Context: an optimization exercise on an open-source flow, tuned for small area, a short achievable clock period and few clock cycles per item. The choices shown serve that exercise and are no tape-out recipe.
Function was checked by simulation only, so behaviour that the tests miss may differ from the original.
No activity file was given, so power comes from the tool's default toggle rates.

--- constraint.sdc ---
create_clock -name core_clock -period 5.0 [get_ports {i_clk}]
set_input_delay 1.0000 -clock core_clock [delete_from_list [all_inputs] [get_ports {i_clk}]]
set_output_delay 1.0000 -clock core_clock [all_outputs]
set_load 0.01 [all_outputs]
--- design.v ---
package mfs_pkg;
    localparam int QUEUE_DEPTH = 16;
    localparam int IDX_W       = (QUEUE_DEPTH > 1) ? $clog2(QUEUE_DEPTH) : 1;
    localparam int CNT_W       = $clog2(QUEUE_DEPTH + 1);
    localparam int REQ_W       = 2;
    localparam int SRC_W       = 16;
    localparam int MSG_W       = 32;
    localparam int PRI_W       = 8;
    localparam int OCC_W       = 5;
    typedef logic [IDX_W-1:0] t_idx;
    typedef logic [CNT_W-1:0] t_cnt;
    typedef enum logic [REQ_W-1:0] {
        REQ_ENQUEUE = 2'd0,
        REQ_DEQUEUE = 2'd1,
        REQ_SEARCH  = 2'd2,
        REQ_CLEAR   = 2'd3
    } t_req;
    typedef struct packed {
        logic        [SRC_W-1:0] source;
        logic signed [MSG_W-1:0] message;
        logic        [PRI_W-1:0] prio;
    } t_entry;
    typedef struct packed {
        logic               ok;
        t_entry             entry;
        logic [OCC_W-1:0]   occupancy;
    } t_res;
    typedef struct packed {
        logic done;
        t_res res;
    } t_res_bus;
    function automatic t_idx next_slot(t_idx idx);
        if (idx == IDX_W'(QUEUE_DEPTH - 1))
            next_slot = '0;
        else
            next_slot = t_idx'(idx + 1'b1);
    endfunction
endpackage
module mfs_store (
    input  logic              i_clk,
    input  logic              i_wr_en,
    input  mfs_pkg::t_idx     i_wr_addr,
    input  mfs_pkg::t_entry   i_wr_entry,
    input  mfs_pkg::t_idx     i_rd_addr,
    output mfs_pkg::t_entry   o_rd_entry
);
    logic [mfs_pkg::SRC_W+mfs_pkg::MSG_W+mfs_pkg::PRI_W-1:0] r_mem [0:mfs_pkg::QUEUE_DEPTH-1];
    mfs_pkg::t_entry r_rd_entry;
    always_ff @(posedge i_clk) begin
        if (i_wr_en) begin
            r_mem[i_wr_addr] <= i_wr_entry;
        end
        r_rd_entry <= r_mem[i_rd_addr];
    end
    assign o_rd_entry = r_rd_entry;
endmodule
module mfs_ctrl (
    input  logic                 i_clk,
    input  logic                 i_rst_n,
    input  logic                 i_req_valid,
    output logic                 o_req_ready,
    input  logic [mfs_pkg::REQ_W-1:0] i_req_type,
    input  logic [mfs_pkg::SRC_W-1:0] i_req_source,
    input  logic signed [mfs_pkg::MSG_W-1:0] i_req_message,
    input  logic [mfs_pkg::PRI_W-1:0] i_req_priority,
    output logic                 o_wr_en,
    output mfs_pkg::t_idx        o_wr_addr,
    output mfs_pkg::t_entry      o_wr_entry,
    output mfs_pkg::t_idx        o_rd_addr,
    input  mfs_pkg::t_entry      i_rd_entry,
    output mfs_pkg::t_res_bus    o_res,
    input  logic                 i_res_ready
);
    typedef enum logic [3:0] {
        S_IDLE = 4'b0001,
        S_DEQ  = 4'b0010,
        S_SCAN = 4'b0100,
        S_DONE = 4'b1000
    } t_state;
    t_state                         r_state, n_state;
    mfs_pkg::t_idx                  r_front, n_front;
    mfs_pkg::t_idx                  r_tail, n_tail;
    mfs_pkg::t_cnt                  r_count, n_count;
    mfs_pkg::t_idx                  r_pos, n_pos;
    mfs_pkg::t_cnt                  r_left, n_left;
    logic signed [mfs_pkg::MSG_W-1:0] r_key, n_key;
    logic                           r_ok, n_ok;
    mfs_pkg::t_entry                r_entry, n_entry;
    logic          accept;
    logic          full;
    logic          empty;
    mfs_pkg::t_req req;
    assign o_req_ready = (r_state == S_IDLE);
    assign accept      = i_req_valid && o_req_ready;
    assign req         = mfs_pkg::t_req'(i_req_type);
    assign full        = (r_count == mfs_pkg::CNT_W'(mfs_pkg::QUEUE_DEPTH));
    assign empty       = (r_count == '0);
    assign o_wr_en    = accept && (req == mfs_pkg::REQ_ENQUEUE) && !full;
    assign o_wr_addr  = r_tail;
    assign o_wr_entry = {i_req_source, i_req_message, i_req_priority};
    assign o_rd_addr  = (r_state == S_SCAN) ? mfs_pkg::next_slot(r_pos) : r_front;
    assign o_res.done          = (r_state == S_DONE);
    assign o_res.res.ok        = r_ok;
    assign o_res.res.entry     = r_entry;
    assign o_res.res.occupancy = mfs_pkg::OCC_W'(r_count);
    always_comb begin
        n_state = r_state;
        n_front = r_front;
        n_tail  = r_tail;
        n_count = r_count;
        n_pos   = r_pos;
        n_left  = r_left;
        n_key   = r_key;
        n_ok    = r_ok;
        n_entry = r_entry;
        case (r_state)
            S_IDLE: begin
                if (accept) begin
                    n_ok    = 1'b0;
                    n_entry = '0;
                    n_state = S_DONE;
                    case (req)
                        mfs_pkg::REQ_ENQUEUE: begin
                            if (!full) begin
                                n_tail  = mfs_pkg::next_slot(r_tail);
                                n_count = mfs_pkg::t_cnt'(r_count + 1'b1);
                                n_ok    = 1'b1;
                            end
                        end
                        mfs_pkg::REQ_DEQUEUE: begin
                            if (!empty) begin
                                n_state = S_DEQ;
                            end
                        end
                        mfs_pkg::REQ_SEARCH: begin
                            if (!empty) begin
                                n_pos   = r_front;
                                n_left  = r_count;
                                n_key   = i_req_message;
                                n_state = S_SCAN;
                            end
                        end
                        default: begin
                            n_front = '0;
                            n_tail  = '0;
                            n_count = '0;
                            n_ok    = 1'b1;
                        end
                    endcase
                end
            end
            S_DEQ: begin
                n_entry = i_rd_entry;
                n_ok    = 1'b1;
                n_front = mfs_pkg::next_slot(r_front);
                n_count = mfs_pkg::t_cnt'(r_count - 1'b1);
                n_state = S_DONE;
            end
            S_SCAN: begin
                if (i_rd_entry.message == r_key) begin
                    n_entry = i_rd_entry;
                    n_ok    = 1'b1;
                    n_state = S_DONE;
                end else if (r_left == mfs_pkg::CNT_W'(1)) begin
                    n_state = S_DONE;
                end else begin
                    n_left = mfs_pkg::t_cnt'(r_left - 1'b1);
                    n_pos  = mfs_pkg::next_slot(r_pos);
                end
            end
            S_DONE: begin
                if (i_res_ready) begin
                    n_state = S_IDLE;
                end
            end
            default: begin
                n_state = S_IDLE;
            end
        endcase
    end
    always_ff @(posedge i_clk) begin
        if (!i_rst_n) begin
            r_state <= S_IDLE;
            r_front <= '0;
            r_tail  <= '0;
            r_count <= '0;
        end else begin
            r_state <= n_state;
            r_front <= n_front;
            r_tail  <= n_tail;
            r_count <= n_count;
        end
    end
    always_ff @(posedge i_clk) begin
        r_pos   <= n_pos;
        r_left  <= n_left;
        r_key   <= n_key;
        r_ok    <= n_ok;
        r_entry <= n_entry;
    end
endmodule
module message_fifo_with_search_unit (
    input  logic       i_clk,
    input  logic       i_rst_n,
    input  logic                             i_req_valid,
    output logic                             o_req_ready,
    input  logic        [mfs_pkg::REQ_W-1:0] i_req_type,
    input  logic        [mfs_pkg::SRC_W-1:0] i_req_source,
    input  logic signed [mfs_pkg::MSG_W-1:0] i_req_message,
    input  logic        [mfs_pkg::PRI_W-1:0] i_req_priority,
    output logic                             o_rsp_valid,
    input  logic                             i_rsp_ready,
    output logic                             o_rsp_ok,
    output logic        [mfs_pkg::SRC_W-1:0] o_rsp_source,
    output logic signed [mfs_pkg::MSG_W-1:0] o_rsp_message,
    output logic        [mfs_pkg::PRI_W-1:0] o_rsp_priority,
    output logic        [mfs_pkg::OCC_W-1:0] o_rsp_occupancy
);
    logic               wr_en;
    mfs_pkg::t_idx      wr_addr;
    mfs_pkg::t_entry    wr_entry;
    mfs_pkg::t_idx      rd_addr;
    mfs_pkg::t_entry    rd_entry;
    mfs_pkg::t_res_bus  res;
    logic               res_ready;
    logic               r_out_valid;
    mfs_pkg::t_res      r_out;
    mfs_store u_store (
        .i_clk      (i_clk),
        .i_wr_en    (wr_en),
        .i_wr_addr  (wr_addr),
        .i_wr_entry (wr_entry),
        .i_rd_addr  (rd_addr),
        .o_rd_entry (rd_entry)
    );
    mfs_ctrl u_ctrl (
        .i_clk       (i_clk),
        .i_rst_n     (i_rst_n),
        .i_req_valid    (i_req_valid),
        .o_req_ready    (o_req_ready),
        .i_req_type     (i_req_type),
        .i_req_source   (i_req_source),
        .i_req_message  (i_req_message),
        .i_req_priority (i_req_priority),
        .o_wr_en     (wr_en),
        .o_wr_addr   (wr_addr),
        .o_wr_entry  (wr_entry),
        .o_rd_addr   (rd_addr),
        .i_rd_entry  (rd_entry),
        .o_res       (res),
        .i_res_ready (res_ready)
    );
    assign res_ready = !r_out_valid || i_rsp_ready;
    always_ff @(posedge i_clk) begin
        if (!i_rst_n) begin
            r_out_valid <= 1'b0;
        end else if (res.done && res_ready) begin
            r_out_valid <= 1'b1;
        end else if (i_rsp_ready) begin
            r_out_valid <= 1'b0;
        end
    end
    always_ff @(posedge i_clk) begin
        if (res.done && res_ready) begin
            r_out <= res.res;
        end
    end
    assign o_rsp_valid     = r_out_valid;
    assign o_rsp_ok        = r_out.ok;
    assign o_rsp_source    = r_out.entry.source;
    assign o_rsp_message   = r_out.entry.message;
    assign o_rsp_priority  = r_out.entry.prio;
    assign o_rsp_occupancy = r_out.occupancy;
endmodule
--- config.mk ---
export PLATFORM = sky130hd
export DESIGN_NAME = message_fifo_with_search_unit
export DESIGN_NICKNAME = message_fifo_with_search_unit
export VERILOG_FILES = /design/flow/design.v
export SDC_FILE = /design/flow/constraint.sdc
export NUM_CORES = 4
export LEC_CHECK = 0
export CAP_MARGIN = 20
export CORE_MARGIN = 2
export CORE_UTILIZATION = 40
export SLEW_MARGIN = 20
--- run.sh ---
#!/bin/bash
# synth_recipe.tcl (not shown) runs the flow's synth.tcl, then flattens the netlist and writes it again
# the make line also repeats each setting of config.mk as NAME=value (left out here)
make -C /OpenROAD-flow-scripts/flow DESIGN_CONFIG=/design/flow/config.mk WORK_HOME=/design/flow/orfs CLKGATE_MAP_FILE= SYNTH_SCRIPT=/design/flow/synth_recipe.tcl finish
==> impl_summary.log <==
[metrics] endpoint arrival time on the critical path: 4040 ps
[metrics] routability cong.: between 0.7 and 0.8
[metrics] fmax: 266 MHz
[metrics] detail-routed via count per cell: about 5.4
[metrics] cell count after synthesis: ~2.6k
[metrics] ratio of cells with drive above 1 in the final layout: 0.127
[metrics] placed instance count: about 4.0k
[metrics] largest cells by area after synthesis: edfxtp_1 75%, mux4_2 6.0%, nand3_1 4.6%
[metrics] number of global-route vias before repair: between 20k and 25k
[metrics] hold path startpoint: u_ctrl.r_entry[25]
[metrics] R2R depth: 8
[metrics] fraction of registers with async set/reset: 0
[metrics] area fraction of the dominant cell type after synthesis: 0.748
[metrics] number of synthesized flops with an enable pin: around 1.1k
[metrics] DPL Wire Length: ~56000 um
[metrics] post-synthesis cell type count: between 50 and 60
[metrics] initial standard-cell utilization of the core: 0.403
[metrics] cells resized by post-CTS repair: 0
[metrics] overall power of the completed layout: between 15 and 20 mW
[metrics] register-to-register setup slack: roughly 1200 ps
[metrics] setup repair bufs after CTS: 0
[metrics] Least-Margin Pin Slew: about 1100 ps
[metrics] global-route usage over all layers: 0.183
[metrics] total of buffers placed on input and output ports: roughly 130
[metrics] root buffer selected by CTS: clkbuf_16
[metrics] Die ar.: 109000 um2
[metrics] ports placed on the boundary: 126
[metrics] die width: 330 um
[metrics] total of hold buffers inserted after clock tree synthesis: 0
[metrics] final antenna diode count: 0
[metrics] relative contribution of the clock network to total power: 0.422
[metrics] DR vias: approximately 23k
[metrics] setup clock skew after layout: between 50 and 60 ps
[metrics] path category of the worst min-delay check: reg2reg
[metrics] internal power of the cells: approximately 15 mW
[metrics] router iterations before antenna repair: 5
[metrics] ys flop type: edfxtp_1
[metrics] clock-pin slew on the worst setup and hold paths: 60 ps
[metrics] Die Ht: roughly 330 um
[metrics] minimum setup slack in the final design: 1240 ps
[metrics] worst reg2reg path startpoint: u_ctrl.r_state[0]
[metrics] CP Max Fanout: 42
[metrics] number of design rule violations left after detail routing: 0
[metrics] terminus of the critical flop-to-flop path: u_store.r_mem[3][22]
[metrics] number of endpoints failing setup at the final stage: 0
[metrics] nets@finish: approximately 2.8k
[metrics] Max transition margin: 0.244
[metrics] worst setup timing slack at the placement stage: 700 ps
[metrics] instance area at placement: roughly 46000 um2
[metrics] leakage power: approximately 16 nW
[metrics] peak supply drop: roughly 290 uV
[metrics] average wire per standard cell: around 23 um
[metrics] fraction of power spent switching nets: 0.203
[metrics] average instance area after synthesis: 16.5 um2
[metrics] post-route setup TNS: 0 ps
[metrics] Post-DRT Antenna Nets: 0
[metrics] total CTS buffers: roughly 110
[metrics] fraction of power consumed by sequential logic: 0.549
[metrics] number of cells on the worst hold path: 0
[metrics] Core Util, Final: 0.468
[metrics] startpoint-to-endpoint class of the critical path: reg2reg
[metrics] iteration-0 DRC count of the detailed router: roughly 2.2k
[metrics] synth warn: 3
[metrics] run status: timing/DRC/antenna clean
[metrics] data required time of the critical path: ~5300 ps
[metrics] P_sw: between 3 and 4 mW
[metrics] # clock sinks: 1130
[metrics] synth-to-layout area growth: 16.3%
[metrics] H-tree levels: 3
[metrics] final count of hold timing violations: 0
[metrics] post-synthesis cell type with the largest combined area: edfxtp_1
[metrics] first-pass GRT wire length: between 100000 and 150000 um
[metrics] TritonCTS clock tree: built
[metrics] final worst-path cycle share: 0.753
[metrics] overflow left after global routing: 0
[metrics] Finished Cell Area: approximately 50000 um2
[metrics] Std-Cell Rows: 119
[metrics] fill cell total of the finished layout: 8800
[metrics] Pins Over Slew Limit: 0
[metrics] overall routed net length: 98700 um
[metrics] net count of the mapped netlist: around 2.7k
[metrics] Max Root-Sink Buffers: 3
[metrics] final critical-path required period: 3760 ps
[metrics] register area share after synthesis: 0.783
[metrics] Post-Layout Cell Count: around 4.2k
[metrics] sink of the worst hold path: r_out[30]
[metrics] latest clock arrival within the worst-skew pair: roughly 700 ps
[metrics] Yosys reg bits: roughly 1.1k
[metrics] antenna violations before repair: 3
[metrics] power per cell area: roughly 390 nW/um2
[metrics] Critical Path End Type: flop
[metrics] minimum hold slack: roughly 380 ps
[metrics] standard cell core area: between 100000 and 150000 um2
[metrics] RSZ-0062 raised after global routing: no
[metrics] combined area of all synthesized cells: ~42000 um2
[metrics] number of max-capacitance violations reported: 0
[metrics] pin count of the biggest net entering global routing: 159
[metrics] startpoint kind of the worst setup timing path: flop
[metrics] share of total power in combinational logic: 0.029
-- registers in the layout (all words and copies together), names as in the netlist, 5 cells and up --
name,flops
u_ctrl.r_count,5
u_store.r_rd_entry,56
u_ctrl.r_left,5
u_ctrl.r_key,32
u_ctrl.r_entry,56
r_out,62
u_store.r_mem,896
-- layer usage --
| metal | up-vias | wire, um | GRT usage |
|---|---|---|---|
| met4 | 2 | 2140 | 0.0533 |
| met2 | 720 | 48500 | 0.303 |
| met3 | 155 | 5680 | 0.0298 |
| met5 | - | 10 | 0 |
| li1 | 10100 | - | - |
| met1 | 11700 | 42400 | 0.250 |
-- logic make-up (layout without fill, tap and decap cells) --
| kind of cell | after synthesis | count (layout) | synth area share |
|---|---|---|---|
| xor gates and xnor gates | 38 | 38 | 0.00785 |
| and+or+nand+nor | 995 | 995 | 0.107 |
| muxes | 117 | 117 | 0.0607 |
| adders and majority gates | 15 | 15 | 0.00443 |
| buffers and inverters | 155 | 407 | 0.0163 |
| DFF | 1130 | 1130 | 0.783 |
| AOI/OAI and AO/OA | 125 | 125 | 0.0207 |
-- final cells by class --
type,count,area (um2),area share
tap,1391,1740,0.0353
timing repair buffer,180,1910,0.0388
multi-input combinational,1290,8760,0.178
clock inverter,53,577,0.0117
sequential,1130,33200,0.674
inverter,16,70.1,0.00142
clock buffer,158,3030,0.0614
-- critical path, stage by stage (launching register included) --
cell and delay [ps]:
dfxtp_1 460, or4b_1 640, inv_1 190, and2_1 200, nand2_1 80, a31oi_1 500, nand2_1 400, nor3_4 230
buf_4 650
-- cell usage in the layout (no fill, tap or decap), types with 41 or more instances in the layout --
cell / synthesis / routed
nand2_1: 474 / 474
mux4_2: 112 / 112
clkbuf_16: 0 / 112
a22oi_1: 56 / 56
clkdlybuf4s50_1: 0 / 125
edfxtp_1: 1056 / 1056
dfxtp_1: 74 / 74
nand3_1: 386 / 386
nor2b_1: 63 / 62
clkbuf_1: 81 / 41
-- synth_stat cells, types with 2 or more instances --
master and count:
edfxtp_1 1056, nand2_1 474, nand3_1 386, mux4_2 112
clkbuf_1 81, dfxtp_1 74, nor2b_1 63, a22oi_1 56
xnor2_1 36, buf_2 28, nor2_1 28, o21ai_0 22
buf_1 18, ha_1 15, inv_1 15, nand4_1 13
a21oi_1 11, buf_6 8, mux2i_1 5, nand2b_1 5
nor3_1 5, a31oi_1 4, and2_1 4, buf_4 4
a211oi_1 3, a21boi_0 3, a311oi_1 3, a32oi_1 3
nor4b_1 3, a211o_1 2, and3_1 2, nor4_1 2
o21ai_1 2, o22ai_1 2, o2bb2ai_1 2, o32a_1 2
o32ai_1 2, or4b_2 2, xor2_1 2
-- worst max-delay path by stage --
stage / startpoint / to / slack [ps] / cells after the start
after global routing: u_ctrl.r_state[0] / u_store.r_mem[3][22] / 910 / 8
after floorplan: i_req_type[0] / u_store.r_mem[12][0] / 200 / 7
after CTS: u_ctrl.r_state[0] / u_store.r_mem[3][28] / 1190 / 8
after global placement: i_req_type[0] / u_store.r_mem[5][27] / 680 / 8
final: u_ctrl.r_state[0] / u_store.r_mem[3][22] / 1240 / 8
after detailed placement: i_req_type[0] / u_store.r_mem[5][29] / 700 / 8
-- power groups by stage --
stage | Clock (mW) | Sequential [mW] | Combinational [mW]
floorplan | 0 | 10.9 | 0.208
global placement | 0 | 10.9 | 0.565
detailed placement | 0 | 10.9 | 0.583
CTS | 8.37 | 10.7 | 0.585
global route | 8.75 | 10.7 | 0.627
finish | 8.20 | 10.7 | 0.567
Testbench counts, summed over its fixed seeds: cycles 97,621, items 24,000.

==> what the ideal ports hide <==
No port has a modelled driver above. Below, the same layout with a new extraction and two added sets of constraints. Step 1 assumes that a clkbuf_16 drives the clock port and a buf_2 every other input. Step 2 adds t to the input delays and takes it off the output delays; t is the mean of the earliest and latest rising clock arrival at the registers after step 1. Input paths then give back, and output paths get back, about the clock's delay inside the block. a / b / c = ideal / step 1 / step 2; a / b = the first two.
t (ns): 0.746
slack for setup (ns): 1.235 / 1.235 / 0.728
worst setup path at the end: input to register
worst register clock-pin slew, ns: 0.07 / 0.07
worst slew at a driven data input, ns: 0.09
After both steps setup and hold are still met in this run. For this run, drivers alone change the setup slack by 0.000 ns; drivers and shift together by -0.507 ns.
